Context: an optimization exercise on an open-source flow, tuned for small area and a short achievable clock period. The choices shown serve that exercise and are no tape-out recipe.
Only simulation tests tie the RTL to the original design; equivalence was not proved.
Power is estimated from default activity; no workload was simulated.

File: flow/design.v
package diffeq_pkg;
    localparam int unsigned DEFAULT_WIDTH = 16;
    localparam logic MODE_ADD = 1'b0;
    localparam logic MODE_SUB = 1'b1;
endpackage
module multiplier
#(
    parameter int unsigned IN_WIDTH = diffeq_pkg::DEFAULT_WIDTH
) (
    input  logic signed [IN_WIDTH-1:0] in1,
    input  logic signed [IN_WIDTH-1:0] in2,
    output logic signed [IN_WIDTH-1:0] out,
    output logic                       ovf
);
    logic [15:0] a, b;
    logic [17:0] x, y, p;
    logic [16:1] ta, tb;
    logic        fits17;
    logic s0;
    logic c0;
    logic s1;
    logic c1;
    logic s2;
    logic c2;
    logic s3;
    logic c3;
    logic s4;
    logic c4;
    logic s5;
    logic c5;
    logic s6;
    logic c6;
    logic s7;
    logic c7;
    logic s8;
    logic c8;
    logic s9;
    logic c9;
    logic s10;
    logic c10;
    logic s11;
    logic c11;
    logic s12;
    logic c12;
    logic s13;
    logic c13;
    logic s14;
    logic c14;
    logic s15;
    logic c15;
    logic s16;
    logic c16;
    logic s17;
    logic c17;
    logic s18;
    logic c18;
    logic s19;
    logic c19;
    logic s20;
    logic c20;
    logic s21;
    logic c21;
    logic s22;
    logic c22;
    logic s23;
    logic c23;
    logic s24;
    logic c24;
    logic s25;
    logic c25;
    logic s26;
    logic c26;
    logic s27;
    logic c27;
    logic s28;
    logic c28;
    logic s29;
    logic c29;
    logic s30;
    logic c30;
    logic s31;
    logic c31;
    logic s32;
    logic c32;
    logic s33;
    logic c33;
    logic s34;
    logic c34;
    logic s35;
    logic c35;
    logic s36;
    logic c36;
    logic s37;
    logic c37;
    logic s38;
    logic c38;
    logic s39;
    logic c39;
    logic s40;
    logic c40;
    logic s41;
    logic c41;
    logic s42;
    logic c42;
    logic s43;
    logic c43;
    logic s44;
    logic c44;
    logic s45;
    logic c45;
    logic s46;
    logic c46;
    logic s47;
    logic c47;
    logic s48;
    logic c48;
    logic s49;
    logic c49;
    logic s50;
    logic c50;
    logic s51;
    logic c51;
    logic s52;
    logic c52;
    logic s53;
    logic c53;
    logic s54;
    logic c54;
    logic s55;
    logic c55;
    logic s56;
    logic c56;
    logic s57;
    logic c57;
    logic s58;
    logic c58;
    logic s59;
    logic c59;
    logic s60;
    logic c60;
    logic s61;
    logic c61;
    logic s62;
    logic c62;
    logic s63;
    logic c63;
    logic s64;
    logic c64;
    logic s65;
    logic c65;
    logic s66;
    logic c66;
    logic s67;
    logic c67;
    logic s68;
    logic c68;
    logic s69;
    logic c69;
    logic s70;
    logic c70;
    logic s71;
    logic c71;
    logic s72;
    logic c72;
    logic s73;
    logic c73;
    logic s74;
    logic c74;
    logic s75;
    logic c75;
    logic s76;
    logic c76;
    logic s77;
    logic c77;
    logic s78;
    logic c78;
    logic s79;
    logic c79;
    logic s80;
    logic c80;
    logic s81;
    logic c81;
    logic s82;
    logic c82;
    logic s83;
    logic c83;
    logic s84;
    logic c84;
    logic s85;
    logic c85;
    logic s86;
    logic c86;
    logic s87;
    logic c87;
    logic s88;
    logic c88;
    logic s89;
    logic c89;
    logic s90;
    logic c90;
    logic s91;
    logic c91;
    logic s92;
    logic c92;
    logic s93;
    logic c93;
    logic s94;
    logic c94;
    logic s95;
    logic c95;
    logic s96;
    logic c96;
    logic s97;
    logic c97;
    logic s98;
    logic c98;
    logic s99;
    logic c99;
    logic s100;
    logic c100;
    logic s101;
    logic c101;
    logic s102;
    logic c102;
    logic s103;
    logic c103;
    logic s104;
    logic c104;
    logic s105;
    logic c105;
    logic s106;
    logic c106;
    logic s107;
    logic c107;
    logic s108;
    logic c108;
    logic s109;
    logic c109;
    logic s110;
    logic c110;
    logic s111;
    logic c111;
    logic s112;
    logic c112;
    logic s113;
    logic c113;
    logic s114;
    logic c114;
    logic s115;
    logic c115;
    logic s116;
    logic c116;
    logic s117;
    logic c117;
    logic s118;
    logic c118;
    logic s119;
    logic c119;
    logic s120;
    logic c120;
    logic s121;
    logic c121;
    logic s122;
    logic c122;
    logic s123;
    logic c123;
    logic s124;
    logic c124;
    logic s125;
    logic c125;
    logic s126;
    logic c126;
    logic s127;
    logic c127;
    logic s128;
    logic c128;
    logic s129;
    logic c129;
    logic s130;
    logic c130;
    logic s131;
    logic c131;
    logic s132;
    logic c132;
    logic s133;
    logic c133;
    logic s134;
    logic c134;
    assign a = in1;
    assign b = in2;
    assign s0 = (a[0] & b[13]) ^ (a[1] & b[12]);
    assign c0 = (a[0] & b[13]) & (a[1] & b[12]);
    assign s1 = (a[0] & b[14]) ^ (a[1] & b[13]) ^ (a[2] & b[12]);
    assign c1 = ((a[0] & b[14]) & (a[1] & b[13])) | ((a[0] & b[14]) & (a[2] & b[12])) | ((a[1] & b[13]) & (a[2] & b[12]));
    assign s2 = (a[3] & b[11]) ^ (a[4] & b[10]);
    assign c2 = (a[3] & b[11]) & (a[4] & b[10]);
    assign s3 = (a[0] & b[15]) ^ (a[1] & b[14]) ^ (a[2] & b[13]);
    assign c3 = ((a[0] & b[15]) & (a[1] & b[14])) | ((a[0] & b[15]) & (a[2] & b[13])) | ((a[1] & b[14]) & (a[2] & b[13]));
    assign s4 = (a[3] & b[12]) ^ (a[4] & b[11]) ^ (a[5] & b[10]);
    assign c4 = ((a[3] & b[12]) & (a[4] & b[11])) | ((a[3] & b[12]) & (a[5] & b[10])) | ((a[4] & b[11]) & (a[5] & b[10]));
    assign s5 = (a[6] & b[9]) ^ (a[7] & b[8]);
    assign c5 = (a[6] & b[9]) & (a[7] & b[8]);
    assign s6 = (a[1] & b[15]) ^ (a[2] & b[14]) ^ (a[3] & b[13]);
    assign c6 = ((a[1] & b[15]) & (a[2] & b[14])) | ((a[1] & b[15]) & (a[3] & b[13])) | ((a[2] & b[14]) & (a[3] & b[13]));
    assign s7 = (a[4] & b[12]) ^ (a[5] & b[11]) ^ (a[6] & b[10]);
    assign c7 = ((a[4] & b[12]) & (a[5] & b[11])) | ((a[4] & b[12]) & (a[6] & b[10])) | ((a[5] & b[11]) & (a[6] & b[10]));
    assign s8 = (a[7] & b[9]) ^ (a[8] & b[8]) ^ (a[9] & b[7]);
    assign c8 = ((a[7] & b[9]) & (a[8] & b[8])) | ((a[7] & b[9]) & (a[9] & b[7])) | ((a[8] & b[8]) & (a[9] & b[7]));
    assign s9 = (a[10] & b[6]) ^ (a[11] & b[5]);
    assign c9 = (a[10] & b[6]) & (a[11] & b[5]);
    assign s10 = (a[2] & b[15]) ^ (a[3] & b[14]) ^ (a[4] & b[13]);
    assign c10 = ((a[2] & b[15]) & (a[3] & b[14])) | ((a[2] & b[15]) & (a[4] & b[13])) | ((a[3] & b[14]) & (a[4] & b[13]));
    assign s11 = (a[5] & b[12]) ^ (a[6] & b[11]) ^ (a[7] & b[10]);
    assign c11 = ((a[5] & b[12]) & (a[6] & b[11])) | ((a[5] & b[12]) & (a[7] & b[10])) | ((a[6] & b[11]) & (a[7] & b[10]));
    assign s12 = (a[8] & b[9]) ^ (a[9] & b[8]) ^ (a[10] & b[7]);
    assign c12 = ((a[8] & b[9]) & (a[9] & b[8])) | ((a[8] & b[9]) & (a[10] & b[7])) | ((a[9] & b[8]) & (a[10] & b[7]));
    assign s13 = (a[11] & b[6]) ^ (a[12] & b[5]);
    assign c13 = (a[11] & b[6]) & (a[12] & b[5]);
    assign s14 = (a[0] & b[9]) ^ (a[1] & b[8]);
    assign c14 = (a[0] & b[9]) & (a[1] & b[8]);
    assign s15 = (a[0] & b[10]) ^ (a[1] & b[9]) ^ (a[2] & b[8]);
    assign c15 = ((a[0] & b[10]) & (a[1] & b[9])) | ((a[0] & b[10]) & (a[2] & b[8])) | ((a[1] & b[9]) & (a[2] & b[8]));
    assign s16 = (a[3] & b[7]) ^ (a[4] & b[6]);
    assign c16 = (a[3] & b[7]) & (a[4] & b[6]);
    assign s17 = (a[0] & b[11]) ^ (a[1] & b[10]) ^ (a[2] & b[9]);
    assign c17 = ((a[0] & b[11]) & (a[1] & b[10])) | ((a[0] & b[11]) & (a[2] & b[9])) | ((a[1] & b[10]) & (a[2] & b[9]));
    assign s18 = (a[3] & b[8]) ^ (a[4] & b[7]) ^ (a[5] & b[6]);
    assign c18 = ((a[3] & b[8]) & (a[4] & b[7])) | ((a[3] & b[8]) & (a[5] & b[6])) | ((a[4] & b[7]) & (a[5] & b[6]));
    assign s19 = (a[6] & b[5]) ^ (a[7] & b[4]);
    assign c19 = (a[6] & b[5]) & (a[7] & b[4]);
    assign s20 = (a[0] & b[12]) ^ (a[1] & b[11]) ^ (a[2] & b[10]);
    assign c20 = ((a[0] & b[12]) & (a[1] & b[11])) | ((a[0] & b[12]) & (a[2] & b[10])) | ((a[1] & b[11]) & (a[2] & b[10]));
    assign s21 = (a[3] & b[9]) ^ (a[4] & b[8]) ^ (a[5] & b[7]);
    assign c21 = ((a[3] & b[9]) & (a[4] & b[8])) | ((a[3] & b[9]) & (a[5] & b[7])) | ((a[4] & b[8]) & (a[5] & b[7]));
    assign s22 = (a[6] & b[6]) ^ (a[7] & b[5]) ^ (a[8] & b[4]);
    assign c22 = ((a[6] & b[6]) & (a[7] & b[5])) | ((a[6] & b[6]) & (a[8] & b[4])) | ((a[7] & b[5]) & (a[8] & b[4]));
    assign s23 = (a[9] & b[3]) ^ (a[10] & b[2]);
    assign c23 = (a[9] & b[3]) & (a[10] & b[2]);
    assign s24 = (a[2] & b[11]) ^ (a[3] & b[10]) ^ (a[4] & b[9]);
    assign c24 = ((a[2] & b[11]) & (a[3] & b[10])) | ((a[2] & b[11]) & (a[4] & b[9])) | ((a[3] & b[10]) & (a[4] & b[9]));
    assign s25 = (a[5] & b[8]) ^ (a[6] & b[7]) ^ (a[7] & b[6]);
    assign c25 = ((a[5] & b[8]) & (a[6] & b[7])) | ((a[5] & b[8]) & (a[7] & b[6])) | ((a[6] & b[7]) & (a[7] & b[6]));
    assign s26 = (a[8] & b[5]) ^ (a[9] & b[4]) ^ (a[10] & b[3]);
    assign c26 = ((a[8] & b[5]) & (a[9] & b[4])) | ((a[8] & b[5]) & (a[10] & b[3])) | ((a[9] & b[4]) & (a[10] & b[3]));
    assign s27 = (a[11] & b[2]) ^ (a[12] & b[1]) ^ (a[13] & b[0]);
    assign c27 = ((a[11] & b[2]) & (a[12] & b[1])) | ((a[11] & b[2]) & (a[13] & b[0])) | ((a[12] & b[1]) & (a[13] & b[0]));
    assign s28 = (a[5] & b[9]) ^ (a[6] & b[8]) ^ (a[7] & b[7]);
    assign c28 = ((a[5] & b[9]) & (a[6] & b[8])) | ((a[5] & b[9]) & (a[7] & b[7])) | ((a[6] & b[8]) & (a[7] & b[7]));
    assign s29 = (a[8] & b[6]) ^ (a[9] & b[5]) ^ (a[10] & b[4]);
    assign c29 = ((a[8] & b[6]) & (a[9] & b[5])) | ((a[8] & b[6]) & (a[10] & b[4])) | ((a[9] & b[5]) & (a[10] & b[4]));
    assign s30 = (a[11] & b[3]) ^ (a[12] & b[2]) ^ (a[13] & b[1]);
    assign c30 = ((a[11] & b[3]) & (a[12] & b[2])) | ((a[11] & b[3]) & (a[13] & b[1])) | ((a[12] & b[2]) & (a[13] & b[1]));
    assign s31 = (a[14] & b[0]) ^ c0 ^ s2;
    assign c31 = ((a[14] & b[0]) & c0) | ((a[14] & b[0]) & s2) | (c0 & s2);
    assign s32 = (a[8] & b[7]) ^ (a[9] & b[6]) ^ (a[10] & b[5]);
    assign c32 = ((a[8] & b[7]) & (a[9] & b[6])) | ((a[8] & b[7]) & (a[10] & b[5])) | ((a[9] & b[6]) & (a[10] & b[5]));
    assign s33 = (a[11] & b[4]) ^ (a[12] & b[3]) ^ (a[13] & b[2]);
    assign c33 = ((a[11] & b[4]) & (a[12] & b[3])) | ((a[11] & b[4]) & (a[13] & b[2])) | ((a[12] & b[3]) & (a[13] & b[2]));
    assign s34 = (a[14] & b[1]) ^ (a[15] & b[0]) ^ c2;
    assign c34 = ((a[14] & b[1]) & (a[15] & b[0])) | ((a[14] & b[1]) & c2) | ((a[15] & b[0]) & c2);
    assign s35 = s5 ^ c1 ^ s3;
    assign c35 = (s5 & c1) | (s5 & s3) | (c1 & s3);
    assign s36 = (a[12] & b[4]) ^ (a[13] & b[3]) ^ (a[14] & b[2]);
    assign c36 = ((a[12] & b[4]) & (a[13] & b[3])) | ((a[12] & b[4]) & (a[14] & b[2])) | ((a[13] & b[3]) & (a[14] & b[2]));
    assign s37 = (a[15] & b[1]) ^ ~(a[15] & b[0]) ^ ~(b[15] & a[0]);
    assign c37 = ((a[15] & b[1]) & ~(a[15] & b[0])) | ((a[15] & b[1]) & ~(b[15] & a[0])) | (~(a[15] & b[0]) & ~(b[15] & a[0]));
    assign s38 = c5 ^ s9 ^ c3;
    assign c38 = (c5 & s9) | (c5 & c3) | (s9 & c3);
    assign s39 = c4 ^ s6 ^ s7;
    assign c39 = (c4 & s6) | (c4 & s7) | (s6 & s7);
    assign s40 = (a[13] & b[4]) ^ (a[14] & b[3]) ^ (a[15] & b[2]);
    assign c40 = ((a[13] & b[4]) & (a[14] & b[3])) | ((a[13] & b[4]) & (a[15] & b[2])) | ((a[14] & b[3]) & (a[15] & b[2]));
    assign s41 = ~(a[15] & b[1]) ^ ~(b[15] & a[1]) ^ c9;
    assign c41 = (~(a[15] & b[1]) & ~(b[15] & a[1])) | (~(a[15] & b[1]) & c9) | (~(b[15] & a[1]) & c9);
    assign s42 = s13 ^ c6 ^ c7;
    assign c42 = (s13 & c6) | (s13 & c7) | (c6 & c7);
    assign s43 = c8 ^ s10 ^ s11;
    assign c43 = (c8 & s10) | (c8 & s11) | (s10 & s11);
    assign s44 = (a[0] & b[6]) ^ (a[1] & b[5]);
    assign c44 = (a[0] & b[6]) & (a[1] & b[5]);
    assign s45 = (a[0] & b[7]) ^ (a[1] & b[6]) ^ (a[2] & b[5]);
    assign c45 = ((a[0] & b[7]) & (a[1] & b[6])) | ((a[0] & b[7]) & (a[2] & b[5])) | ((a[1] & b[6]) & (a[2] & b[5]));
    assign s46 = (a[3] & b[4]) ^ (a[4] & b[3]);
    assign c46 = (a[3] & b[4]) & (a[4] & b[3]);
    assign s47 = (a[0] & b[8]) ^ (a[1] & b[7]) ^ (a[2] & b[6]);
    assign c47 = ((a[0] & b[8]) & (a[1] & b[7])) | ((a[0] & b[8]) & (a[2] & b[6])) | ((a[1] & b[7]) & (a[2] & b[6]));
    assign s48 = (a[3] & b[5]) ^ (a[4] & b[4]) ^ (a[5] & b[3]);
    assign c48 = ((a[3] & b[5]) & (a[4] & b[4])) | ((a[3] & b[5]) & (a[5] & b[3])) | ((a[4] & b[4]) & (a[5] & b[3]));
    assign s49 = (a[6] & b[2]) ^ (a[7] & b[1]);
    assign c49 = (a[6] & b[2]) & (a[7] & b[1]);
    assign s50 = (a[2] & b[7]) ^ (a[3] & b[6]) ^ (a[4] & b[5]);
    assign c50 = ((a[2] & b[7]) & (a[3] & b[6])) | ((a[2] & b[7]) & (a[4] & b[5])) | ((a[3] & b[6]) & (a[4] & b[5]));
    assign s51 = (a[5] & b[4]) ^ (a[6] & b[3]) ^ (a[7] & b[2]);
    assign c51 = ((a[5] & b[4]) & (a[6] & b[3])) | ((a[5] & b[4]) & (a[7] & b[2])) | ((a[6] & b[3]) & (a[7] & b[2]));
    assign s52 = (a[8] & b[1]) ^ (a[9] & b[0]) ^ s14;
    assign c52 = ((a[8] & b[1]) & (a[9] & b[0])) | ((a[8] & b[1]) & s14) | ((a[9] & b[0]) & s14);
    assign s53 = (a[5] & b[5]) ^ (a[6] & b[4]) ^ (a[7] & b[3]);
    assign c53 = ((a[5] & b[5]) & (a[6] & b[4])) | ((a[5] & b[5]) & (a[7] & b[3])) | ((a[6] & b[4]) & (a[7] & b[3]));
    assign s54 = (a[8] & b[2]) ^ (a[9] & b[1]) ^ (a[10] & b[0]);
    assign c54 = ((a[8] & b[2]) & (a[9] & b[1])) | ((a[8] & b[2]) & (a[10] & b[0])) | ((a[9] & b[1]) & (a[10] & b[0]));
    assign s55 = c14 ^ s16 ^ s15;
    assign c55 = (c14 & s16) | (c14 & s15) | (s16 & s15);
    assign s56 = (a[8] & b[3]) ^ (a[9] & b[2]) ^ (a[10] & b[1]);
    assign c56 = ((a[8] & b[3]) & (a[9] & b[2])) | ((a[8] & b[3]) & (a[10] & b[1])) | ((a[9] & b[2]) & (a[10] & b[1]));
    assign s57 = (a[11] & b[0]) ^ c16 ^ s19;
    assign c57 = ((a[11] & b[0]) & c16) | ((a[11] & b[0]) & s19) | (c16 & s19);
    assign s58 = c15 ^ s17 ^ s18;
    assign c58 = (c15 & s17) | (c15 & s18) | (s17 & s18);
    assign s59 = (a[11] & b[1]) ^ (a[12] & b[0]) ^ c19;
    assign c59 = ((a[11] & b[1]) & (a[12] & b[0])) | ((a[11] & b[1]) & c19) | ((a[12] & b[0]) & c19);
    assign s60 = s23 ^ c17 ^ c18;
    assign c60 = (s23 & c17) | (s23 & c18) | (c17 & c18);
    assign s61 = s20 ^ s21 ^ s22;
    assign c61 = (s20 & s21) | (s20 & s22) | (s21 & s22);
    assign s62 = c23 ^ s0 ^ c20;
    assign c62 = (c23 & s0) | (c23 & c20) | (s0 & c20);
    assign s63 = c21 ^ c22 ^ s24;
    assign c63 = (c21 & c22) | (c21 & s24) | (c22 & s24);
    assign s64 = s25 ^ s26 ^ s27;
    assign c64 = (s25 & s26) | (s25 & s27) | (s26 & s27);
    assign s65 = c24 ^ c25 ^ c26;
    assign c65 = (c24 & c25) | (c24 & c26) | (c25 & c26);
    assign s66 = c27 ^ s28 ^ s29;
    assign c66 = (c27 & s28) | (c27 & s29) | (s28 & s29);
    assign s67 = s30 ^ s1 ^ s31;
    assign c67 = (s30 & s1) | (s30 & s31) | (s1 & s31);
    assign s68 = c28 ^ c29 ^ c30;
    assign c68 = (c28 & c29) | (c28 & c30) | (c29 & c30);
    assign s69 = s32 ^ s33 ^ s4;
    assign c69 = (s32 & s33) | (s32 & s4) | (s33 & s4);
    assign s70 = c31 ^ s34 ^ s35;
    assign c70 = (c31 & s34) | (c31 & s35) | (s34 & s35);
    assign s71 = c32 ^ c33 ^ s36;
    assign c71 = (c32 & c33) | (c32 & s36) | (c33 & s36);
    assign s72 = s37 ^ s8 ^ c34;
    assign c72 = (s37 & s8) | (s37 & c34) | (s8 & c34);
    assign s73 = c35 ^ s38 ^ s39;
    assign c73 = (c35 & s38) | (c35 & s39) | (s38 & s39);
    assign s74 = c36 ^ c37 ^ s40;
    assign c74 = (c36 & c37) | (c36 & s40) | (c37 & s40);
    assign s75 = s12 ^ s41 ^ c38;
    assign c75 = (s12 & s41) | (s12 & c38) | (s41 & c38);
    assign s76 = c39 ^ s42 ^ s43;
    assign c76 = (c39 & s42) | (c39 & s43) | (s42 & s43);
    assign s77 = (a[0] & b[4]) ^ (a[1] & b[3]);
    assign c77 = (a[0] & b[4]) & (a[1] & b[3]);
    assign s78 = (a[0] & b[5]) ^ (a[1] & b[4]) ^ (a[2] & b[3]);
    assign c78 = ((a[0] & b[5]) & (a[1] & b[4])) | ((a[0] & b[5]) & (a[2] & b[3])) | ((a[1] & b[4]) & (a[2] & b[3]));
    assign s79 = (a[3] & b[2]) ^ (a[4] & b[1]);
    assign c79 = (a[3] & b[2]) & (a[4] & b[1]);
    assign s80 = (a[2] & b[4]) ^ (a[3] & b[3]) ^ (a[4] & b[2]);
    assign c80 = ((a[2] & b[4]) & (a[3] & b[3])) | ((a[2] & b[4]) & (a[4] & b[2])) | ((a[3] & b[3]) & (a[4] & b[2]));
    assign s81 = (a[5] & b[1]) ^ (a[6] & b[0]) ^ s44;
    assign c81 = ((a[5] & b[1]) & (a[6] & b[0])) | ((a[5] & b[1]) & s44) | ((a[6] & b[0]) & s44);
    assign s82 = (a[5] & b[2]) ^ (a[6] & b[1]) ^ (a[7] & b[0]);
    assign c82 = ((a[5] & b[2]) & (a[6] & b[1])) | ((a[5] & b[2]) & (a[7] & b[0])) | ((a[6] & b[1]) & (a[7] & b[0]));
    assign s83 = c44 ^ s46 ^ s45;
    assign c83 = (c44 & s46) | (c44 & s45) | (s46 & s45);
    assign s84 = (a[8] & b[0]) ^ c46 ^ s49;
    assign c84 = ((a[8] & b[0]) & c46) | ((a[8] & b[0]) & s49) | (c46 & s49);
    assign s85 = c45 ^ s47 ^ s48;
    assign c85 = (c45 & s47) | (c45 & s48) | (s47 & s48);
    assign s86 = c49 ^ c47 ^ c48;
    assign c86 = (c49 & c47) | (c49 & c48) | (c47 & c48);
    assign s87 = s50 ^ s51 ^ s52;
    assign c87 = (s50 & s51) | (s50 & s52) | (s51 & s52);
    assign s88 = c50 ^ c51 ^ s53;
    assign c88 = (c50 & c51) | (c50 & s53) | (c51 & s53);
    assign s89 = s54 ^ c52 ^ s55;
    assign c89 = (s54 & c52) | (s54 & s55) | (c52 & s55);
    assign s90 = c53 ^ c54 ^ s56;
    assign c90 = (c53 & c54) | (c53 & s56) | (c54 & s56);
    assign s91 = s57 ^ c55 ^ s58;
    assign c91 = (s57 & c55) | (s57 & s58) | (c55 & s58);
    assign s92 = c56 ^ c57 ^ s59;
    assign c92 = (c56 & c57) | (c56 & s59) | (c57 & s59);
    assign s93 = c58 ^ s60 ^ s61;
    assign c93 = (c58 & s60) | (c58 & s61) | (s60 & s61);
    assign s94 = c59 ^ c60 ^ c61;
    assign c94 = (c59 & c60) | (c59 & c61) | (c60 & c61);
    assign s95 = s62 ^ s63 ^ s64;
    assign c95 = (s62 & s63) | (s62 & s64) | (s63 & s64);
    assign s96 = c62 ^ c63 ^ c64;
    assign c96 = (c62 & c63) | (c62 & c64) | (c63 & c64);
    assign s97 = s65 ^ s66 ^ s67;
    assign c97 = (s65 & s66) | (s65 & s67) | (s66 & s67);
    assign s98 = c65 ^ c66 ^ s68;
    assign c98 = (c65 & c66) | (c65 & s68) | (c66 & s68);
    assign s99 = s69 ^ c67 ^ s70;
    assign c99 = (s69 & c67) | (s69 & s70) | (c67 & s70);
    assign s100 = c68 ^ c69 ^ s71;
    assign c100 = (c68 & c69) | (c68 & s71) | (c69 & s71);
    assign s101 = s72 ^ c70 ^ s73;
    assign c101 = (s72 & c70) | (s72 & s73) | (c70 & s73);
    assign s102 = c71 ^ s74 ^ c72;
    assign c102 = (c71 & s74) | (c71 & c72) | (s74 & c72);
    assign s103 = s75 ^ c73 ^ s76;
    assign c103 = (s75 & c73) | (s75 & s76) | (c73 & s76);
    assign s104 = (a[0] & b[3]) ^ (a[1] & b[2]);
    assign c104 = (a[0] & b[3]) & (a[1] & b[2]);
    assign s105 = (a[2] & b[2]) ^ (a[3] & b[1]) ^ (a[4] & b[0]);
    assign c105 = ((a[2] & b[2]) & (a[3] & b[1])) | ((a[2] & b[2]) & (a[4] & b[0])) | ((a[3] & b[1]) & (a[4] & b[0]));
    assign s106 = (a[5] & b[0]) ^ c77 ^ s79;
    assign c106 = ((a[5] & b[0]) & c77) | ((a[5] & b[0]) & s79) | (c77 & s79);
    assign s107 = c79 ^ c78 ^ s80;
    assign c107 = (c79 & c78) | (c79 & s80) | (c78 & s80);
    assign s108 = c80 ^ s82 ^ c81;
    assign c108 = (c80 & s82) | (c80 & c81) | (s82 & c81);
    assign s109 = c82 ^ s84 ^ c83;
    assign c109 = (c82 & s84) | (c82 & c83) | (s84 & c83);
    assign s110 = c84 ^ c85 ^ s86;
    assign c110 = (c84 & c85) | (c84 & s86) | (c85 & s86);
    assign s111 = c86 ^ s88 ^ c87;
    assign c111 = (c86 & s88) | (c86 & c87) | (s88 & c87);
    assign s112 = c88 ^ s90 ^ c89;
    assign c112 = (c88 & s90) | (c88 & c89) | (s90 & c89);
    assign s113 = c90 ^ s92 ^ c91;
    assign c113 = (c90 & s92) | (c90 & c91) | (s92 & c91);
    assign s114 = c92 ^ c93 ^ s94;
    assign c114 = (c92 & c93) | (c92 & s94) | (c93 & s94);
    assign s115 = c94 ^ c95 ^ s96;
    assign c115 = (c94 & c95) | (c94 & s96) | (c95 & s96);
    assign s116 = c96 ^ s98 ^ c97;
    assign c116 = (c96 & s98) | (c96 & c97) | (s98 & c97);
    assign s117 = c98 ^ s100 ^ c99;
    assign c117 = (c98 & s100) | (c98 & c99) | (s100 & c99);
    assign s118 = c100 ^ s102 ^ c101;
    assign c118 = (c100 & s102) | (c100 & c101) | (s102 & c101);
    assign s119 = (a[0] & b[2]) ^ (a[1] & b[1]);
    assign c119 = (a[0] & b[2]) & (a[1] & b[1]);
    assign s120 = (a[2] & b[1]) ^ (a[3] & b[0]) ^ s104;
    assign c120 = ((a[2] & b[1]) & (a[3] & b[0])) | ((a[2] & b[1]) & s104) | ((a[3] & b[0]) & s104);
    assign s121 = c104 ^ s77 ^ s105;
    assign c121 = (c104 & s77) | (c104 & s105) | (s77 & s105);
    assign s122 = c105 ^ s78 ^ s106;
    assign c122 = (c105 & s78) | (c105 & s106) | (s78 & s106);
    assign s123 = c106 ^ s81 ^ s107;
    assign c123 = (c106 & s81) | (c106 & s107) | (s81 & s107);
    assign s124 = c107 ^ s83 ^ s108;
    assign c124 = (c107 & s83) | (c107 & s108) | (s83 & s108);
    assign s125 = s85 ^ c108 ^ s109;
    assign c125 = (s85 & c108) | (s85 & s109) | (c108 & s109);
    assign s126 = s87 ^ c109 ^ s110;
    assign c126 = (s87 & c109) | (s87 & s110) | (c109 & s110);
    assign s127 = c110 ^ s89 ^ s111;
    assign c127 = (c110 & s89) | (c110 & s111) | (s89 & s111);
    assign s128 = s91 ^ c111 ^ s112;
    assign c128 = (s91 & c111) | (s91 & s112) | (c111 & s112);
    assign s129 = s93 ^ c112 ^ s113;
    assign c129 = (s93 & c112) | (s93 & s113) | (c112 & s113);
    assign s130 = s95 ^ c113 ^ s114;
    assign c130 = (s95 & c113) | (s95 & s114) | (c113 & s114);
    assign s131 = s97 ^ c114 ^ s115;
    assign c131 = (s97 & c114) | (s97 & s115) | (c114 & s115);
    assign s132 = c115 ^ s99 ^ s116;
    assign c132 = (c115 & s99) | (c115 & s116) | (s99 & s116);
    assign s133 = s101 ^ c116 ^ s117;
    assign c133 = (s101 & c116) | (s101 & s117) | (c116 & s117);
    assign s134 = s103 ^ c117 ^ s118;
    assign c134 = (s103 & c117) | (s103 & s118) | (c117 & s118);
    assign x = {c133, c132, c131, c130, c129, c128, c127, c126, c125, c124, c123, c122, c121, c120, c119, s119, (a[0] & b[1]), (a[0] & b[0])};
    assign y = {s134, s133, s132, s131, s130, s129, s128, s127, s126, s125, s124, s123, s122, s121, s120, (a[2] & b[0]), (a[1] & b[0]), 1'b0};
    assign p = (x + y) ^ 18'h20000;
    assign out = p[15:0];
    assign ta[16] = 1'b1;
    assign tb[16] = 1'b1;
    genvar k;
    for (k = 1; k < 16; k++) begin : g_fit
        assign ta[k] = ta[k+1] & (a[k-1] == a[15]);
        assign tb[k] = tb[k+1] & (b[k-1] == b[15]);
    end
    assign fits17 = ta[3] | tb[3] | (ta[4] & tb[15]) | (ta[5] & tb[14]) | (ta[6] & tb[13]) | (ta[7] & tb[12]) | (ta[8] & tb[11]) | (ta[9] & tb[10]) | (ta[10] & tb[9]) | (ta[11] & tb[8]) | (ta[12] & tb[7]) | (ta[13] & tb[6]) | (ta[14] & tb[5]) | (ta[15] & tb[4]);
    assign ovf = !fits17 || !((&p[17:15]) || !(|p[17:15]));
endmodule
module adder_subtractor
#(
    parameter int unsigned WIDTH = diffeq_pkg::DEFAULT_WIDTH
) (
    input  logic signed [WIDTH-1:0] in1,
    input  logic signed [WIDTH-1:0] in2,
    input  logic                    mode,
    output logic signed [WIDTH-1:0] out,
    output logic                    ovf
);
    logic sign1;
    logic sign2_eff;
    logic sign_out;
    assign out       = (mode == diffeq_pkg::MODE_SUB) ? (in1 - in2) : (in1 + in2);
    assign sign1     = in1[WIDTH-1];
    assign sign2_eff = (mode == diffeq_pkg::MODE_SUB) ? ~in2[WIDTH-1] : in2[WIDTH-1];
    assign sign_out  = out[WIDTH-1];
    assign ovf       = (sign1 == sign2_eff) && (sign_out != sign1);
endmodule
module diffeq_fu_core
#(
    parameter int unsigned WIDTH = diffeq_pkg::DEFAULT_WIDTH
) (
    input  logic                    clk,
    input  logic                    reset,
    input  logic                    en,
    input  logic signed [WIDTH-1:0] v1,
    input  logic signed [WIDTH-1:0] v2,
    input  logic signed [WIDTH-1:0] v3,
    input  logic signed [WIDTH-1:0] v4,
    input  logic signed [WIDTH-1:0] v5,
    input  logic signed [WIDTH-1:0] v6,
    input  logic                    mode,
    output logic signed [WIDTH-1:0] w1,
    output logic signed [WIDTH-1:0] w2,
    output logic signed [WIDTH-1:0] w3,
    output logic signed [WIDTH-1:0] r1,
    output logic signed [WIDTH-1:0] r2,
    output logic signed [WIDTH-1:0] r3,
    output logic                    ovf1,
    output logic                    ovf2,
    output logic                    ovf3,
    output logic                    valid
);
    logic m1_ovf, m2_ovf, a1_ovf;
    logic signed [WIDTH-1:0] r1_d, r1_q;
    logic signed [WIDTH-1:0] r2_d, r2_q;
    logic signed [WIDTH-1:0] r3_d, r3_q;
    logic                    ovf1_d, ovf1_q;
    logic                    ovf2_d, ovf2_q;
    logic                    ovf3_d, ovf3_q;
    logic                    valid_d, valid_q;
    multiplier #(.IN_WIDTH(WIDTH)) u_m1 (
        .in1 (v1),
        .in2 (v2),
        .out (w1),
        .ovf (m1_ovf)
    );
    multiplier #(.IN_WIDTH(WIDTH)) u_m2 (
        .in1 (v3),
        .in2 (v4),
        .out (w2),
        .ovf (m2_ovf)
    );
    adder_subtractor #(.WIDTH(WIDTH)) u_a1 (
        .in1  (v5),
        .in2  (v6),
        .mode (mode),
        .out  (w3),
        .ovf  (a1_ovf)
    );
    always_comb begin
        r1_d    = r1_q;
        r2_d    = r2_q;
        r3_d    = r3_q;
        ovf1_d  = ovf1_q;
        ovf2_d  = ovf2_q;
        ovf3_d  = ovf3_q;
        valid_d = 1'b0;
        if (en) begin
            r1_d    = w1;
            r2_d    = w2;
            r3_d    = w3;
            ovf1_d  = m1_ovf;
            ovf2_d  = m2_ovf;
            ovf3_d  = a1_ovf;
            valid_d = 1'b1;
        end
    end
    always_ff @(posedge clk or posedge reset) begin
        if (reset) begin
            r1_q    <= '0;
            r2_q    <= '0;
            r3_q    <= '0;
            ovf1_q  <= 1'b0;
            ovf2_q  <= 1'b0;
            ovf3_q  <= 1'b0;
            valid_q <= 1'b0;
        end else begin
            r1_q    <= r1_d;
            r2_q    <= r2_d;
            r3_q    <= r3_d;
            ovf1_q  <= ovf1_d;
            ovf2_q  <= ovf2_d;
            ovf3_q  <= ovf3_d;
            valid_q <= valid_d;
        end
    end
    assign r1    = r1_q;
    assign r2    = r2_q;
    assign r3    = r3_q;
    assign ovf1  = ovf1_q;
    assign ovf2  = ovf2_q;
    assign ovf3  = ovf3_q;
    assign valid = valid_q;
endmodule
File: flow/run.sh
#!/bin/bash
# synth_recipe.tcl (not shown) runs the flow's synth.tcl, then flattens the netlist and writes it again
# the make line also repeats each setting of config.mk as NAME=value (left out here)
make -C /OpenROAD-flow-scripts/flow DESIGN_CONFIG=/design/flow/config.mk WORK_HOME=/design/flow/orfs CLKGATE_MAP_FILE= SYNTH_SCRIPT=/design/flow/synth_recipe.tcl finish
File: flow/config.mk
export PLATFORM = sky130hd
export DESIGN_NAME = diffeq_fu_core
export DESIGN_NICKNAME = diffeq_fu_core
export VERILOG_FILES = /design/flow/design.v
export SDC_FILE = /design/flow/constraint.sdc
export NUM_CORES = 4
export LEC_CHECK = 0
export CAP_MARGIN = 20
export CORE_MARGIN = 2
export CORE_UTILIZATION = 40
export SLEW_MARGIN = 20
File: flow/constraint.sdc
create_clock -name core_clock -period 10.0 [get_ports {clk}]
set_input_delay 2.0000 -clock core_clock [delete_from_list [all_inputs] [get_ports {clk}]]
set_output_delay 2.0000 -clock core_clock [all_outputs]
set_load 0.01 [all_outputs]
==> summary.txt <==
metrics by stage:
stage               hold slack (ns)  instance area, um2  power (mW)  instances
floorplan                     0.537               13400        3.13       1527
global placement              0.489               16000        4.66       2146
detailed placement            0.495               16000        4.72       2146
CTS                           0.511               16100        4.93       2154
global route                  0.518               16100        5.40       2154
finish                        0.507               16100        4.87       2154
cells in the mapped netlist, types with 7 or more instances:
library cell / count / area share
nor2b_1: 11 / 0.0051
a21o_1: 8 / 0.0045
mux2_2: 48 / 0.040
o21a_1: 7 / 0.0039
and2_1: 247 / 0.12
xor2_1: 34 / 0.022
o21ai_0: 22 / 0.0082
nor2_1: 48 / 0.013
o21ai_1: 8 / 0.0030
nor3_1: 20 / 0.0075
a31oi_1: 9 / 0.0042
nand3_1: 15 / 0.0056
nand2b_1: 8 / 0.0037
dfrtp_1: 52 / 0.097
nand2_1: 109 / 0.031
clkbuf_1: 65 / 0.018
or3_1: 15 / 0.0070
and3_1: 9 / 0.0042
fa_1: 213 / 0.32
ha_1: 78 / 0.073
a21oi_1: 40 / 0.015
xnor2_1: 89 / 0.058
inv_1: 280 / 0.078
worst paths after layout:
kind | end | cells after the start | slack [ns]
max reg2reg | r2_q[0] | 1 | 9.21
max in group asynchronous | r1_q[1] | 3 | 7.28
max | w1[15] | 17 | 0.42
min in group asynchronous | r1_q[3] | 3 | 2.22
min reg2reg | r1_q[7] | 1 | 0.51
min | r1_q[7] | 1 | 0.51
power by group through the flow:
stage	Combinational [mW]	Sequential [mW]	Clock (mW)
finish	4.33	0.340	0.193
global route	4.84	0.351	0.205
CTS	4.39	0.341	0.201
detailed placement	4.37	0.346	0
global placement	4.32	0.343	0
floorplan	2.75	0.382	0
routing by layer:
metal	wire length (um)	track usage
met5	0	0
met4	935	0.0665
met2	17800	0.382
met3	1990	0.0283
met1	16400	0.294
state kept, by name, summed over array words and instances, names as in the netlist:
name / count
r1_q: 16
r2_q: 16
r3_q: 16
ovf1_q: 1
ovf2_q: 1
ovf3_q: 1
valid_q: 1
layout make-up:
| class | count | area share |
|---|---|---|
| Inverter | 280 | 0.0652 |
| Tap cell | 448 | 0.0347 |
| Clock inverter | 3 | 0.00132 |
| Multi-Input combinational cell | 1124 | 0.667 |
| Sequential cell | 52 | 0.0807 |
| Timing Repair Buffer | 242 | 0.143 |
| Clock buffer | 5 | 0.00776 |
kinds of logic (layout without fill, tap and decap cells):
logic type,Yosys count,count (layout),share of synthesized area
AND/OR/NAND/NOR,506,506,0.208
buffers and inverters,351,530,0.100
AO/OA/AOI/OAI,151,151,0.0771
flip-flops,52,52,0.0970
adder cells (fa/ha/maj),291,291,0.391
multiplexers,50,50,0.0418
XOR/XNOR,126,126,0.0849
layout by cell type (no fill, tap or decap), drive strengths merged, types with 4 or more instances in the layout:
cell type / Yosys / layout
a2111oi: 5 / 5
a211oi: 6 / 6
a21o: 8 / 8
a21oi: 40 / 40
a31oi: 9 / 9
a41oi: 7 / 7
and2: 247 / 247
and3: 10 / 10
buf: 5 / 44
clkbuf: 65 / 5
clkdlybuf4s50: 0 / 198
dfrtp: 52 / 52
fa: 213 / 213
ha: 78 / 78
inv: 280 / 281
mux2: 48 / 48
nand2: 109 / 109
nand2b: 8 / 8
nand3: 15 / 15
nor2: 48 / 48
nor2b: 11 / 11
nor3: 22 / 22
nor4: 4 / 4
o2111ai: 4 / 4
o21a: 7 / 7
o21ai: 30 / 30
o21bai: 4 / 4
or3: 15 / 15
or4: 6 / 6
xnor2: 90 / 90
xor2: 34 / 34
worst max-delay path, cell delays in order:
cell and delay [ns]:
clkdlybuf4s50_1 0.99, nand2_1 0.15, fa_1 0.49, fa_1 0.46
fa_1 0.50, inv_1 0.05, fa_1 0.47, inv_1 0.05
fa_1 0.47, inv_1 0.04, ha_1 0.35, and2_1 0.19
a22oi_1 0.32, a21oi_1 0.13, nor3_1 0.30, inv_1 0.10
clkdlybuf4s50_1 0.51
==> results.cfg <==
[detailed_routing]
detail_route.vias_per_cell = 4.99
drt-wirelength-per-cell_um = 17.2
ant_nets = 0
vias = 10700
first_iter_violations = 633
drc = 0
drt_wl_total_mm = 37.2
dr.pass1.iters = 6

[floorplanning]
dieArea_um2 = 35000
die-width_um = 187
core_um2 = 33300
num_io_pins = 200
floorplan.initialDensity = 0.403
die_h_um = 187
rows = 67

[cells_and_area]
antenna_cells = 0
final.fill_count = 3247
multi_input_area_um2 = 10800
ff_latch_area_um2 = 1300
drive_above_1_share = 0.0657
syn_to_final_growth_pct = 20.3
utilization = 0.485
fin_nets = 2096

[timing]
finalCritPeriodShare = 0.958
finalSetupViolCount = 0
clock_skew_ns = 0
final_max_slew_viol_count = 0
setup_ws_ns = 0.421
tightest_slew_ns = 0.806
setup_tns_ns = 0
fmaxAchievable_mhz = 104
maxSlewHeadroom = 0.461
rsz0062_at_grt = false
hold_viol_final = 0
min_period_ns = 9.58

[synthesis]
synth-edff-count = 0
avgSynthCellArea_um2 = 8.78
synth_cell_types = 66
synth_nets = 1918
synthFlopType = dfrtp_1
syn_area_um2 = 13400
ys_ff_latch = 52
yosys_warnings = 1
synth_cells = 1527
ys_seq_area_frac = 0.0970
async_flop_share = 1.00

[min_path]
min_path_type = flop to flop
min_from = r1_q[7]

[clock_network]
cts_made_buffers = 5
cts.reportedPaths.clkPinSlew_ns = 0.07
hold_buffers = 0
cts_root_buf = clkbuf_16
clockBufferDepth = 2
clkSinkCount = 52
cts_resized = 0
clkLatencyLatePin_ns = 0.33
h-tree-depth = 2
cts_tree = done
postCtsSetupBuffers = 0

[worst_setup_path]
start_kind = primary input
critPathKind = primary input to output pin
reg2reg_from = r2_q[0]
cp_max_fo = 20
end_kind = output pin
cp.arrival_ns = 7.58
cp.required_ns = 8.00
crit_start = v1[2]

[place]
post-dp-hpwl_mm = 30.4
portBuffers = 199
place.gp.congestion = 0.908
dpl_worst_slack_ns = 0.461

[global_route]
grt_pass1_vias = 11600
grt_max_degree = 53
antenna_found_initial = 0
track_usage = 0.223
grt_pass1_wl_mm = 61.8
grt-ovfl-total = 0

[power_and_ir_drop]
internal-power_mw = 2.55
power_density_nw_per_um2 = 302
ir_worst_vdd_uv = 300
pwr-share-seq = 0.070
combinationalPowerShare = 0.891
p_sw_mw = 2.32
power_leakage_nw = 7.37
switching_share = 0.476
power.share.clock = 0.040

[status]
status = timing/DRC/antenna clean

[run]
cap_violations = 0

[afterwards: timing with drivers on the ports]
Ports are ideal in the flow. The routed layout listed here was re-timed in OpenROAD. Step 1 (the two cells are an assumption about what drives the block):
set clk [get_ports {clk}]
set_driving_cell -lib_cell sky130_fd_sc_hd__clkbuf_16 $clk
set_driving_cell -lib_cell sky130_fd_sc_hd__buf_2 [delete_from_list [all_inputs] $clk]
Step 2, shift: input delay + t, output delay - t, t = (earliest + latest rising clock arrival at the registers) / 2. This alone moves slack from input paths to output paths. Slacks: ideal / step 1 / step 2; pairs: ideal / step 1.
t (ns): 0.367
setup slack, ns: 0.421 / 0.399 / 0.399
worst setup path at the end: input to output
worst register clock-pin slew, ns: 0.10 / 0.10
cell pins on the clock port's net: 1
After both steps this run still meets setup and hold. For this run, drivers alone change the setup slack by -0.022 ns; drivers and shift together by -0.022 ns.
